What follows belongs to an exercise in optimizing a design on an open flow for small area, a short achievable clock period and few clock cycles per item; a production flow would make more cautious choices. Function was not checked in any run shown here: the RTL went through the layout flow alone. No activity file was given, so power comes from the tool's default toggle rates.

==> flow/design.v (outline; a module is shown in full before it is edited, if it fits) <==
// module conv2d_stream: 1065 lines
module conv2d_stream #(
    parameter int DATA_W = 8,
    parameter int COEF_W = 8,
    parameter int IMG_W  = 8,
    parameter int IMG_H  = 8,
    parameter int ACC_W  = 20,
    parameter int SHIFT  = 4,
    parameter int OUT_W  = 16
) (
    input  logic              clk,
    input  logic              in_st,
    input  logic              coef_we,
    input  logic [3:0]        coef_addr,
    input  logic [COEF_W-1:0] coef_din,
    input  logic              pix_valid,
    output logic              pix_ready,
    input  logic [DATA_W-1:0] pix_din,
    output logic [OUT_W-1:0]  dout,
    output logic              out_st,
    input  logic              out_ready,
    output logic              frame_done
);
  // ...
==> flow/flow/run.sh <==
#!/bin/bash
# Standard ORFS layout, with one netlist step between synthesis and floorplan:
# flow/polfix.py re-chooses full-adder and AND/NAND polarities to drop inverters.
set -euo pipefail
R=orfs/results/${FLOW_PLATFORM:-sky130hd}/conv2d_stream/base
bash standard.sh synth > synth.log 2>&1
cp $R/1_2_yosys.v $R/1_2_yosys.orig.v
python3 flow/polfix.py $R/1_2_yosys.orig.v $R/1_2_yosys.pf.v > polfix.log 2>&1
cp $R/1_2_yosys.pf.v $R/1_2_yosys.v
touch $R/1_2_yosys.v
bash standard.sh finish > finish.log 2>&1
grep -c polinv_ $R/1_2_yosys.v >> polfix.log || true
==> flow/flow/polfix.py <==
#!/usr/bin/env python3
"""Re-choose the polarity of full adders and two-input AND/NAND gates in a mapped
sky130hd netlist so that fewer inverters are needed.

A full adder is self-dual: FA(~a, ~b, ~c) = (~sum, ~carry).  So any fa cell may be
fed complemented inputs if its consumers take its outputs complemented.  An and2
cell may become a nand2 (and back) the same way.  The netlist's inverters are taken
out, each signal is given the polarity that needs the fewest inverters, and one
inverter per signal is put back where a consumer still needs the other polarity.
Registers, ports and all other cells are left as they are.

usage: polfix.py IN.v OUT.v
"""
import re
import sys

INV_AREA = 3.7536
FLEX = {  # type -> (complement type, area)
    "sky130_fd_sc_hd__and2_1": ("sky130_fd_sc_hd__nand2_1", 6.256),
    "sky130_fd_sc_hd__and2_0": ("sky130_fd_sc_hd__nand2_1", 6.256),
    "sky130_fd_sc_hd__nand2_1": ("sky130_fd_sc_hd__and2_1", 3.7536),
}
FA_TYPES = {"sky130_fd_sc_hd__fa_1", "sky130_fd_sc_hd__fa_2", "sky130_fd_sc_hd__fa_4"}
INV_TYPES = {"sky130_fd_sc_hd__inv_1", "sky130_fd_sc_hd__inv_2", "sky130_fd_sc_hd__clkinv_1"}
OUT_PINS = {"X", "Y", "Q", "Q_N", "SUM", "COUT", "HI", "LO"}

src = open(sys.argv[1]).read()
mod_m = re.search(r"module\s+(\w+)\s*\((.*?)\);", src, re.S)
body_start = mod_m.end()
end_i = src.rindex("endmodule")

cell_re = re.compile(r"^\s*(sky130_fd_sc_hd__\w+)\s+(\S+)\s*\((.*?)\);", re.S | re.M)
pin_re = re.compile(r"\.(\w+)\(\s*(.*?)\s*\)\s*(?:,|$)", re.S)

cells = []
for m in cell_re.finditer(src, body_start, end_i):
    typ, name, body = m.group(1), m.group(2), m.group(3)
    pins = [(p, n.strip()) for p, n in pin_re.findall(body)]
    cells.append({"type": typ, "name": name, "pins": pins, "span": (m.start(), m.end())})

ports = set()
for m in re.finditer(r"^\s*(input|output|inout)\s+(?:wire\s+)?(\[[^\]]*\]\s*)?(\\\S+|\w+)", src[body_start:end_i], re.M):
    ports.add(m.group(3))


def port_of(net):
    b = net.split("[")[0].strip()
    return b in ports or net in ports


if re.search(r"^\s*assign\b", src[body_start:end_i], re.M):
    sys.exit("assign statements are not handled")

driver = {}
loads = {}
for ci, c in enumerate(cells):
    for p, n in c["pins"]:
        if p in OUT_PINS:
            driver[n] = (ci, p)
        else:
            loads.setdefault(n, []).append((ci, p))

# removable inverters: neither side touches a port
removable = set()
for ci, c in enumerate(cells):
    if c["type"] in INV_TYPES:
        d = dict(c["pins"])
        if not port_of(d["A"]) and not port_of(d["Y"]):
            removable.add(ci)


def root(n):
    p = 0
    seen = 0
    while n in driver and driver[n][0] in removable:
        ci = driver[n][0]
        n = dict(cells[ci]["pins"])["A"]
        p ^= 1
        seen += 1
        if seen > 1000:
            raise Exception("inverter loop")
    return n, p


# variables: fa cells and flexible gates; state 1 = output physically complemented
var = {}
for ci, c in enumerate(cells):
    if c["type"] in FA_TYPES or c["type"] in FLEX:
        var[ci] = 0

# consumers of each root: list of (cell index or None, pin, parity)
cons = {}
for ci, c in enumerate(cells):
    if ci in removable:
        continue
    for p, n in c["pins"]:
        if p in OUT_PINS:
            continue
        r, par = root(n)
        cons.setdefault(r, []).append((ci, p, par))
# output ports as consumers wanting the true value
for n in list(driver):
    if port_of(n):
        r, par = root(n)
        cons.setdefault(r, []).append((None, n, par))

roots = set(cons)
root_driver = {}
for r in roots:
    if r in driver:
        ci, p = driver[r]
        root_driver[r] = ci
# roots driven by a variable cell
roots_of_cell = {}
for r, ci in root_driver.items():
    if ci in var:
        roots_of_cell.setdefault(ci, []).append(r)
# roots consumed by each fa cell
fa_in_roots = {}
for r, lst in cons.items():
    for ci, p, par in lst:
        if ci is not None and ci in var and cells[ci]["type"] in FA_TYPES:
            fa_in_roots.setdefault(ci, set()).add(r)


def root_cost(r):
    ci = root_driver.get(r)
    d = var.get(ci, 0) if ci is not None else 0
    need = False
    for cj, p, par in cons[r]:
        want = par
        if cj is not None and cj in var and cells[cj]["type"] in FA_TYPES:
            want ^= var[cj]
        if want != d:
            need = True
            break
    cost = INV_AREA if need else 0.0
    if ci is not None and ci in var and cells[ci]["type"] in FLEX:
        typ = cells[ci]["type"]
        cost += FLEX[typ][1] if var[ci] == 0 else FLEX[FLEX[typ][0]][1]
    return cost


def touched(ci):
    s = set(roots_of_cell.get(ci, []))
    s |= fa_in_roots.get(ci, set())
    return s


def total():
    return sum(root_cost(r) for r in roots)


before = total()
import random
random.seed(1)
flex_in = {}  # fa cell -> flexible cells driving its input roots
for ci in var:
    if cells[ci]["type"] in FA_TYPES:
        fl = set()
        for r in fa_in_roots.get(ci, ()):
            d = root_driver.get(r)
            if d is not None and d in var and cells[d]["type"] in FLEX:
                fl.add(d)
        flex_in[ci] = fl


def move_cells(ci):
    return [ci] + sorted(flex_in.get(ci, ()))


def local_cost(cs):
    t = set()
    for c in cs:
        t |= touched(c)
    return t


varlist = list(var)
cur = before
T = 4.0
iters = 300000
for it in range(iters):
    T = 4.0 * (1 - it / iters) + 0.01
    ci = random.choice(varlist)
    cs = [ci]
    if ci in flex_in and random.random() < 0.7:
        cs = move_cells(ci)
    t = local_cost(cs)
    c0 = sum(root_cost(r) for r in t)
    for c in cs:
        var[c] ^= 1
    c1 = sum(root_cost(r) for r in t)
    dlt = c1 - c0
    if dlt <= 0 or random.random() < pow(2.718281828, -dlt / T):
        cur += dlt
    else:
        for c in cs:
            var[c] ^= 1
improved = True
passes = 0
while improved and passes < 50:
    improved = False
    passes += 1
    for ci in varlist:
        for cs in ([ci], move_cells(ci)):
            t = local_cost(cs)
            c0 = sum(root_cost(r) for r in t)
            for c in cs:
                var[c] ^= 1
            c1 = sum(root_cost(r) for r in t)
            if c1 < c0 - 1e-9:
                improved = True
            else:
                for c in cs:
                    var[c] ^= 1
after = total()
print(f"polfix: {len(removable)} inverters taken out; cost {before:.1f} -> {after:.1f} um2 "
      f"after {passes} passes; {sum(var.values())} cells flipped", file=sys.stderr)

# rewrite
new_inv = {}   # root -> inverter output net
new_cells_txt = []
k = 0


def pname(r):
    """Name of the net the driver of root r drives: renamed when it carries the complement."""
    ci = root_driver.get(r)
    d = var.get(ci, 0) if ci is not None else 0
    if not d:
        return r
    if r.startswith(chr(92)):
        return r + "_pn"
    return r + "_pn"


def phys(r, want):
    """Net carrying root r with polarity want (1 = complemented)."""
    global k
    ci = root_driver.get(r)
    d = var.get(ci, 0) if ci is not None else 0
    if want == d:
        return pname(r)
    if r not in new_inv:
        k += 1
        y = f"polinv_{k}_y"
        new_inv[r] = y
        new_cells_txt.append(f"  sky130_fd_sc_hd__inv_1 polinv_{k} (\n    .A({pname(r)}{' ' if r.startswith(chr(92)) else ''}),\n    .Y({y})\n  );\n")
    return new_inv[r]


repl = {}
renamed = set()
for ci, c in enumerate(cells):
    if ci in removable:
        repl[ci] = ""
        continue
    typ = c["type"]
    if ci in var and typ in FLEX and var[ci]:
        typ = FLEX[typ][0]
    pins = []
    for p, n in c["pins"]:
        if p in OUT_PINS:
            if typ != c["type"]:
                p = "Y" if typ.startswith("sky130_fd_sc_hd__nand") else "X"
            if n in roots and pname(n) != n:
                renamed.add(pname(n))
                n = pname(n)
            pins.append((p, n))
        else:
            r, par = root(n)
            want = par
            if ci in var and c["type"] in FA_TYPES:
                want ^= var[ci]
            pins.append((p, phys(r, want)))
    txt = f"  {typ} {c['name']} (\n" + ",\n".join(f"    .{p}({n}{' ' if n.startswith(chr(92)) else ''})" for p, n in pins) + "\n  );"
    repl[ci] = txt

# output ports driven through removed inverters are not possible (ports excluded), but a port
# net that is a root consumer with parity must still be satisfied
for r, lst in cons.items():
    for cj, n, par in lst:
        if cj is None:
            ci = root_driver.get(r)
            d = var.get(ci, 0) if ci is not None else 0
            if n != r or par != d:
                sys.exit(f"port net {n} would change polarity")

out = []
pos = 0
for ci, c in enumerate(cells):
    a, b = c["span"]
    out.append(src[pos:a])
    out.append(("\n" if repl[ci] else "") + repl[ci])
    pos = b
tail = src[pos:]
decl = "".join(f"  wire {y};\n" for y in new_inv.values())
decl += "".join(f"  wire {y}{' ' if y.startswith(chr(92)) else ''};\n" for y in sorted(renamed))
out.append("\n" + "".join(new_cells_txt))
res = "".join(out) + tail
# declare the new wires right after the module header
res = res[:body_start] + "\n" + decl + res[body_start:]
open(sys.argv[2], "w").write(res)
==> flow/standard.sh <==
#!/bin/bash
# synth_recipe.tcl (not shown) runs the flow's synth.tcl, then flattens the netlist and writes it again
# the make line also repeats each setting of config.mk as NAME=value (left out here)
make -C /OpenROAD-flow-scripts/flow DESIGN_CONFIG=/design/flow/config.mk WORK_HOME=/design/flow/orfs CLKGATE_MAP_FILE= SYNTH_SCRIPT=/design/flow/synth_recipe.tcl "${@:-finish}"
==> flow/config.mk <==
export PLATFORM = sky130hd
export DESIGN_NAME = conv2d_stream
export DESIGN_NICKNAME = conv2d_stream
export VERILOG_FILES = /design/flow/design.v
export SDC_FILE = /design/flow/constraint.sdc
export NUM_CORES = 4
export LEC_CHECK = 0
export CAP_MARGIN = 20
export CORE_MARGIN = 2
export CORE_UTILIZATION = 60
export PLACE_DENSITY = 0.7
export SETUP_SLACK_MARGIN = 4.0
export SLEW_MARGIN = 20
==> flow/constraint.sdc <==
create_clock -name core_clock -period 6.5 [get_ports {clk}]
set_input_delay 1.3000 -clock core_clock [delete_from_list [all_inputs] [get_ports {clk}]]
set_output_delay 1.3000 -clock core_clock [all_outputs]
set_load 0.01 [all_outputs]
==> impl_metrics.json, run 1 <==
{
  "core.rowCount": 84,
  "r2r-end": "r2_1217",
  "combPwrFrac_pct": 25.4,
  "synth_cells": 2414,
  "hold_viol": 0,
  "hold-worst-slack_ns": 0.327,
  "top_power_group": "registers",
  "wl_um": 85900,
  "fmax_ghz": 0.366,
  "tns_ns": 0,
  "cts_resized": 157,
  "ys_warn_count": 1,
  "cp_common_cell": "fa_2",
  "drc": 0,
  "fin_crit_ns": 2.73,
  "multi_input_area_um2": 17700,
  "grtUsageMet1_pct": 42.2,
  "dieArea_um2": 54900,
  "grt_max_degree": 151,
  "antenna_found_initial": 0,
  "final_common_cell": "nand2_1",
  "fin_ws_ns": 3.77,
  "end_kind": "register",
  "ir_drop_uv": 226,
  "design.core.area_um2": 52600,
  "status": "complete, no violations",
  "power_leakage_uw": 0.0117
}
==> inputs of run 2 (changes only) <==
--- a/flow/config.mk
+++ b/flow/config.mk
@@ -9,4 +9,6 @@
 export CORE_MARGIN = 2
 export CORE_UTILIZATION = 60
+export CTS_CLUSTER_DIAMETER = 120
+export CTS_CLUSTER_SIZE = 28
 export PLACE_DENSITY = 0.7
 export SETUP_SLACK_MARGIN = 4.0
==> run 2 against run 1 <==
Compared with the run above: non-clock buffer count rose by 16; sequential share of layout area rose by 1.5 points; global-route usage down 0.88 points; power down 17%; clock skew grew 0.027 ns; fmax about the same; flip-flop and latch count unchanged; worst setup slack got worse by 0.0014 ns; clock power down 49%; via count shrank 2.1%; critical path type unchanged; critical endpoint unchanged; highest routed layer unchanged.
==> impl_metrics.json, run 2 <==
{
  "dieArea_um2": 54900,
  "cts.root.buffer_cell": "clkbuf_16",
  "setup_viol": 0,
  "synth_cells": 2414,
  "hold_depth": 0,
  "dieHeight_um": 234,
  "clock_latency_ns": 0.62,
  "ys_warn_count": 1,
  "io_buffers": 43,
  "cp.arrival_ns": 3.24,
  "multi_input_area_um2": 17700,
  "ant_nets": 0,
  "cts_buffers": 25,
  "r2r-end": "r2_1217",
  "worstMarginPinSlew_ns": 1.09,
  "clkTransAtPathRegs_ns": 0.12,
  "syn_to_final_growth_pct": 12.6,
  "placed_area_um2": 33100,
  "end_kind": "register",
  "p_per_area_nw_per_um2": 267,
  "tns_ns": 0,
  "rsz0062_at_grt": "true",
  "drv_slew": 0,
  "wl_per_cell_um": 25.6,
  "drt-pass1-iter-count": 6,
  "num_vias": 19700,
  "critPathKind": "reg2reg",
  "final_common_cell": "nand2_1",
  "grt_first_pass_wirelength_um": 126000,
  "grt_pass1_vias": 21100,
  "fin_ws_ns": 3.77,
  "largestRegisters": "sr_q (144), coef_q (72), qd_q (64)",
  "syn-cell-area_um2": 31800,
  "largest_reg_flops": 144,
  "fillers": 3726,
  "core.rowCount": 84,
  "fmax_ghz": 0.366,
  "grt_overflow": 0,
  "clock_skew_ns": 0.0384,
  "reg2reg_depth": 6,
  "antenna_cells": 0,
  "drive_above_1_share_pct": 17.2,
  "holdPathEnd": "r3_1330",
  "crit_fanout": 5,
  "cts.sinks": 592,
  "wl_um": 84200,
  "drc": 0,
  "grtUsageTotal_pct": 31.2,
  "maxCapViolations": 0,
  "worstHoldStart": "r2_1214",
  "antenna_found_initial": 0,
  "grt_max_degree": 151,
  "nets": 3178,
  "via_per_inst": 6.00,
  "cp.required_ns": 7.01,
  "ir_drop_uv": 261,
  "startpoint_type": "register",
  "slew-limit-headroom_pct": 26.7,
  "status": "complete, no violations",
  "hold_path_class": "reg2reg",
  "gp_routability_congestion": 1.02,
  "reg2reg_from": "sr_q[5]",
  "place_ws_ns": 2.48,
  "die_w_um": 234,
  "design.core.area_um2": 52600,
  "startpoint": "sr_q[5]",
  "clock_path_buffers": 3,
  "power_leakage_uw": 0.0110,
  "cts_tree": "built",
  "hold-worst-slack_ns": 0.333,
  "h-tree-depth": 1,
  "regArea_um2": 14200,
  "dp_hpwl_um": 60700,
  "top_register": "sr_q",
  "syn_nets": 3017,
  "ioPinCount": 44,
  "final_area_um2": 35900,
  "period_share_pct": 42.0,
  "fin_crit_ns": 2.73,
  "hold_viol": 0,
  "drtIter0Drc": 1706,
  "initial_utilization_pct": 60.6,
  "syn_avg_cell_area_um2": 13.2,
  "ff2ff_setup_slack_ns": 3.77,
  "most-common-layout-cells": "613 x nand2_1, 448 x fa_1, 303 x dfxtp_1"
}
-- run 2: area by class of cell --
type | count | area share [%]
inverter | 81 | 0.869
timing repair buffer | 201 | 5.54
timing repair inverter | 1 | 0.0140
sequential | 592 | 39.7
tap | 688 | 2.40
clock buffer | 44 | 1.94
clock inverter | 2 | 0.108
multi-input combinational | 1673 | 49.4
-- run 2: worst max-delay path by stage --
stage | to | slack, ns | depth (start not counted)
finish | r2_1217 | 3.77 | 6
global route | r2_1217 | 3.74 | 6
CTS | r2_1217 | 3.81 | 6
detailed placement | qn_q[2] | 2.48 | 11
global placement | qn_q[2] | 2.54 | 11
floorplan | row_q[1] | 2.37 | 6
-- run 2: per-layer routing --
layer / global-route usage, % / part of all wire, %
met2: 53.4 / 51
met1: 41.4 / 38
met5: 0 / 0
met4: 9.45 / 3.7
met3: 4.96 / 7.4
-- run 2: power by group --
part           leakage (uW)  internal [uW]  switching, uW
Combinational       0.00550           1290           1640
Sequential          0.00519           4440            259
Clock              0.000346            750           1190
-- run 2: critical path, cell delays in order, from the launching register on --
cell	delay, ns
edfxtp_1	0.43
buf_12	0.16
nand2_4	0.05
fa_2	0.58
fa_2	0.44
fa_2	0.54
fa_2	0.42
-- run 2: per-stage QoR --
| step | utilization (%) | power (uW) | cells |
|---|---|---|---|
| 2_1_floorplan | - | 6500 | 2414 |
| 3_3_place_gp | 63.0 | 7290 | 3085 |
| 3_5_place_dp | 63.0 | 7410 | 3085 |
| 4_1_cts | 66.4 | 9410 | 3215 |
| 5_1_grt | 68.2 | 10100 | 3282 |
| 6_report | 68.2 | 9570 | 3282 |
-- run 2: repair_timing --
item,CTS,global route
gates cloned,1,4
gates resized for setup,166,126
endpoints found under the setup margin,324,148
pin swaps,11,62
hold buffers,0,0
buffers inserted,83,63

-- re-timing with driven ports --
How much do the figures lean on ideal ports? The routed layouts below were timed once more, with nothing changed but the port constraints. Step 1 assumes that a clkbuf_16 drives the clock port and a buf_2 every other input. Step 2 adds t to the input delays and takes it off the output delays; t is the mean of the earliest and latest rising clock arrival at the registers after step 1. Input paths then give back, and output paths get back, about the clock's delay inside the block. Slacks: no drivers / after step 1 / after step 2; pairs: no drivers / after step 1.
run	t, ns	setup slack, ns	worst data-port slew with drivers (ns)
run 1	0.682	3.769 / 3.769 / 3.395	0.05
run 2	0.663	3.767 / 3.767 / 3.465	0.05
After both steps every run listed still meets setup and hold. The setup slack of run 1, which loses most, moves by 0.000 ns with the drivers and by -0.374 ns with both steps.
